Background: an optimization exercise with open tools, aiming at small area. Do not read the settings as production practice. Power figures rest on the tool's default switching activity, not on a simulated workload.

Setup of run 1:
// nipcb_top
module nipcb_top #(
	parameter int unsigned ADDR_BASE = 0
) (
	input logic HCLK,
	input logic HRESETn,
	input logic HSEL,
	input logic [7:0] HADDR,
	input logic [1:0] HTRANS,
	input logic [2:0] HSIZE,
	input logic HWRITE,
	input logic [31:0] HWDATA,
	input logic HREADY,
	output logic [31:0] HRDATA,
	output logic HREADYOUT,
	output logic HRESP,
	output logic [19:0] stim_out
);
	logic accept;
	logic bad;
	logic [3:0] strb;
	logic dp_read;
	logic dp_write;
	logic err_first;
	logic err_second;
	logic [3:0] dp_idx;
	logic [3:0] dp_strb;
	assign accept = HSEL && HTRANS[1] && HREADY;
	assign bad = (HADDR >= 8'd44) || HSIZE[2] || (HSIZE[1] && HSIZE[0]) ||
		(HWRITE && HADDR[5:2] == 4'd1);
	always_comb begin
		case (HSIZE[1:0])
			2'b00: strb = 4'b0001 << HADDR[1:0];
			2'b01: strb = HADDR[1] ? 4'b1100 : 4'b0011;
			default: strb = 4'b1111;
		endcase
	end
	always_ff @(posedge HCLK) begin
		if (!HRESETn) begin
			dp_read <= 1'b0;
			dp_write <= 1'b0;
			err_first <= 1'b0;
			err_second <= 1'b0;
		end else begin
			dp_read <= accept && !bad && !HWRITE;
			dp_write <= accept && !bad && HWRITE;
			err_first <= accept && bad;
			err_second <= err_first;
		end
	end
	always_ff @(posedge HCLK) begin
		dp_idx <= HADDR[5:2];
		dp_strb <= strb;
	end
	assign HREADYOUT = !err_first;
	assign HRESP = err_first || err_second;
	logic conf;
	logic [1:0] ch_sel;
	logic [31:0] cyc_high, cyc_low, cyc_delay, cyc_stall, cyc_count;
	logic [15:0] mag_high, mag_low;
	logic [31:0] wdata;
	logic [3:0] lane;
	logic sel_conf, sel_ch, sel_high, sel_low, sel_delay, sel_stall, sel_count;
	logic sel_magh, sel_magl, sel_trig;
	assign wdata = HRESETn ? HWDATA : 32'd0;
	assign lane = HRESETn ? (dp_write ? dp_strb : 4'b0000) : 4'b1111;
	assign sel_trig = dp_idx == 4'd0;
	assign sel_conf = dp_idx == 4'd2;
	assign sel_ch = dp_idx == 4'd3;
	assign sel_high = dp_idx == 4'd4;
	assign sel_low = dp_idx == 4'd5;
	assign sel_delay = dp_idx == 4'd6;
	assign sel_stall = dp_idx == 4'd7;
	assign sel_count = dp_idx[3] && dp_idx[1:0] == 2'd0;
	assign sel_magh = dp_idx[3] && dp_idx[1:0] == 2'd1;
	assign sel_magl = dp_idx[3] && dp_idx[1];
	always_ff @(posedge HCLK) begin
		if (lane[0] && (sel_conf || !HRESETn)) conf <= wdata[0];
		if (lane[0] && (sel_ch || !HRESETn)) ch_sel <= wdata[1:0];
		for (int b = 0; b < 4; b++) begin
			if (lane[b] && (sel_high || !HRESETn)) cyc_high[b*8 +: 8] <= wdata[b*8 +: 8];
  ...
For scale: roughly 1,300 cells after synthesis, roughly 410 flip-flops, roughly 100 I/O pins, about 17,000 µm² of cells after synthesis.
==> flow/config.mk <==
export PLATFORM = sky130hd
export DESIGN_NAME = nipcb_top
export DESIGN_NICKNAME = nipcb_top
export VERILOG_FILES = /design/flow/design.v
export SDC_FILE = /design/flow/constraint.sdc
export NUM_CORES = 4
export LEC_CHECK = 0
export CAP_MARGIN = 20
export CORE_MARGIN = 2
export CORE_UTILIZATION = 40
export CTS_BUF_LIST = sky130_fd_sc_hd__clkbuf_4
export CTS_CLUSTER_SIZE = 12
export SLEW_MARGIN = 20
==> flow/constraint.sdc <==
create_clock -name core_clock -period 6.0 [get_ports {HCLK}]
set_input_delay 1.2000 -clock core_clock [delete_from_list [all_inputs] [get_ports {HCLK}]]
set_output_delay 1.2000 -clock core_clock [all_outputs]
set_load 0.01 [all_outputs]
run.sh (not shown) runs the stock make flow with config.mk's settings and CLKGATE_MAP_FILE= SYNTH_SCRIPT=/design/flow/synth_recipe.tcl, a recipe that flattens the netlist after the stock synthesis.
Input-level comparison between run 2 and run 1:
==> flow/flow/run.sh (new file) <==
#!/bin/bash
# Standard ORFS layout with three changes to how the layout is made:
#  - synthesis maps the combinational logic with an area-oriented ABC script (flow/area.abc);
#    the registers, their names and cell types are those of the standard synthesis,
#  - ports are buffered with the smallest buffer,
#  - clock tree built with mid-size buffers and no dummy loads.
set -euo pipefail
work=$(pwd)
abc_script=$work/flow/area.abc

# The standard flow's synthesis script, with ABC pointed at the area script
{
	printf 'proc abc {args} {\n'
	printf '  set i [lsearch -exact $args -script]\n'
	printf '  if {$i >= 0} { lset args [expr {$i + 1}] %s }\n' "$abc_script"
	printf '  yosys abc {*}$args\n'
	printf '}\n'
	cat synth_recipe.tcl
} > area_synth.tcl

export BUFFER_PORTS_ARGS="-buffer_cell sky130_fd_sc_hd__buf_1"
export CTS_ARGS="-sink_clustering_enable -repair_clock_nets -dont_use_dummy_load -buf_list sky130_fd_sc_hd__clkbuf_8 -sink_clustering_size 24 -sink_clustering_max_diameter 60"

bash standard.sh SYNTH_SCRIPT="$work/area_synth.tcl" finish > "$work/flow.log" 2>&1
==> flow/flow/area.abc (new file) <==
strash
balance -l; resub -K 6 -l; rewrite -l; resub -K 6 -N 2 -l; refactor -l; resub -K 8 -l; balance -l; resub -K 8 -N 2 -l; rewrite -l; resub -K 10 -l; rewrite -z -l; resub -K 10 -N 2 -l; balance -l; resub -K 12 -l; refactor -z -l; resub -K 12 -N 2 -l; rewrite -z -l; balance -l
&get -n
&st
&dch
&nf -R 1000
&put
strash
balance -l; resub -K 6 -l; rewrite -l; resub -K 6 -N 2 -l; refactor -l; resub -K 8 -l; balance -l; resub -K 8 -N 2 -l; rewrite -l; resub -K 10 -l; rewrite -z -l; resub -K 10 -N 2 -l; balance -l; resub -K 12 -l; refactor -z -l; resub -K 12 -N 2 -l; rewrite -z -l; balance -l
&get -n
&st
&dch
&nf -R 1000
&put
topo
==> flow/standard.sh (new file) <==
#!/bin/bash
# synth_recipe.tcl (not shown) runs the flow's synth.tcl, then flattens the netlist and writes it again
# the make line also repeats each setting of config.mk as NAME=value (left out here)
make -C /OpenROAD-flow-scripts/flow DESIGN_CONFIG=/design/flow/config.mk WORK_HOME=/design/flow/orfs CLKGATE_MAP_FILE= SYNTH_SCRIPT=/design/flow/synth_recipe.tcl "${@:-finish}"
--- a/flow/config.mk
+++ b/flow/config.mk
@@ -11,2 +10,0 @@
-export CTS_BUF_LIST = sky130_fd_sc_hd__clkbuf_4
-export CTS_CLUSTER_SIZE = 12
removed: flow/run.sh
## What came out
Against run 1, number of standard-cell rows in the floorplan in run 2 fell by a few percent. Summary of run 2 over run 1: overall power consumption picked up an extra 14%; switching part of the total power picked up an extra 9.4 points; synthesized netlist net count lost about 8%; non-clock buffer count lost 3. The higher aggregate routed wire length of run 2 and run 1 is in run 1. Changes observed in run 2 relative to run 1: cell area after layout fell by 11%, die boundary width fell by 2.8%. Of the two values seen for source of the critical timing path, dp_idx[1] was produced by run 1 and dp_idx[2] by run 2. Relative to run 1, the slack of the critical path of run 2 is higher by 0.36 ns. Between run 2 and run 1, it is run 2 whose initial standard-cell utilization of the core is higher, by 0.42 points. Total number of sequential cells: run 2 vs run 1 identical.
--- input diff run 2..run 3 ---
==> flow/run.sh (new file) <==
#!/bin/bash
# synth_recipe.tcl (not shown) runs the flow's synth.tcl, then flattens the netlist and writes it again
# the make line also repeats each setting of config.mk as NAME=value (left out here)
make -C /OpenROAD-flow-scripts/flow DESIGN_CONFIG=/design/flow/config.mk WORK_HOME=/design/flow/orfs CLKGATE_MAP_FILE= SYNTH_SCRIPT=/design/flow/synth_recipe.tcl finish
--- a/flow/config.mk
+++ b/flow/config.mk
@@ -10,0 +11,2 @@
+export CTS_BUF_LIST = sky130_fd_sc_hd__clkbuf_8
+export CTS_CLUSTER_SIZE = 20
removed: flow/flow/run.sh
removed: flow/flow/area.abc
removed: flow/standard.sh
==> comparison <==
On sequential share of layout area: run 3 sits below run 2.
Taking run 2 as the reference, in run 3 final weighted congestion in routability-driven placement climbed about 2.2%, sum of internal, switching and leakage power saw a decrease, floorplan die height rose by about 3%, wire length reported by the detailed router increased 2700 µm, synthesized-area fraction occupied by adder cells about even.
No functional check of the RTL was part of any run of this note.

[separate check: timing with driven ports]
Ports are ideal in the flow. The routed layouts listed here were re-timed in OpenROAD. Step 1, drivers: a clkbuf_16 drives HCLK and a buf_2 each remaining input, both assumed. Step 2 moves the port delays by t, midway between the first and last clock arrival at a register: inputs arrive t later, outputs are due t later. That takes back most of the time a late clock gives input paths. Three values: ideal ports, drivers, drivers and shift; two values: the first two.
run | t (ns) | setup WS [ns] | hold WS [ns] | latest minus earliest clock arrival (ns) | cell pins on the clock port's net
run 1 | 0.778 | 0.854 / 0.806 / 1.584 | 0.433 / 0.433 / 0.433 | 0.041 / 0.041 | 1
run 2 | 0.658 | 1.210 / 1.163 / 1.464 | 0.433 / 0.433 / 0.433 | 0.080 / 0.080 | 1
run 3 | 0.633 | 0.981 / 0.929 / 1.562 | 0.440 / 0.440 / 0.440 | 0.029 / 0.030 | 1
After both steps every run listed still meets setup and hold.
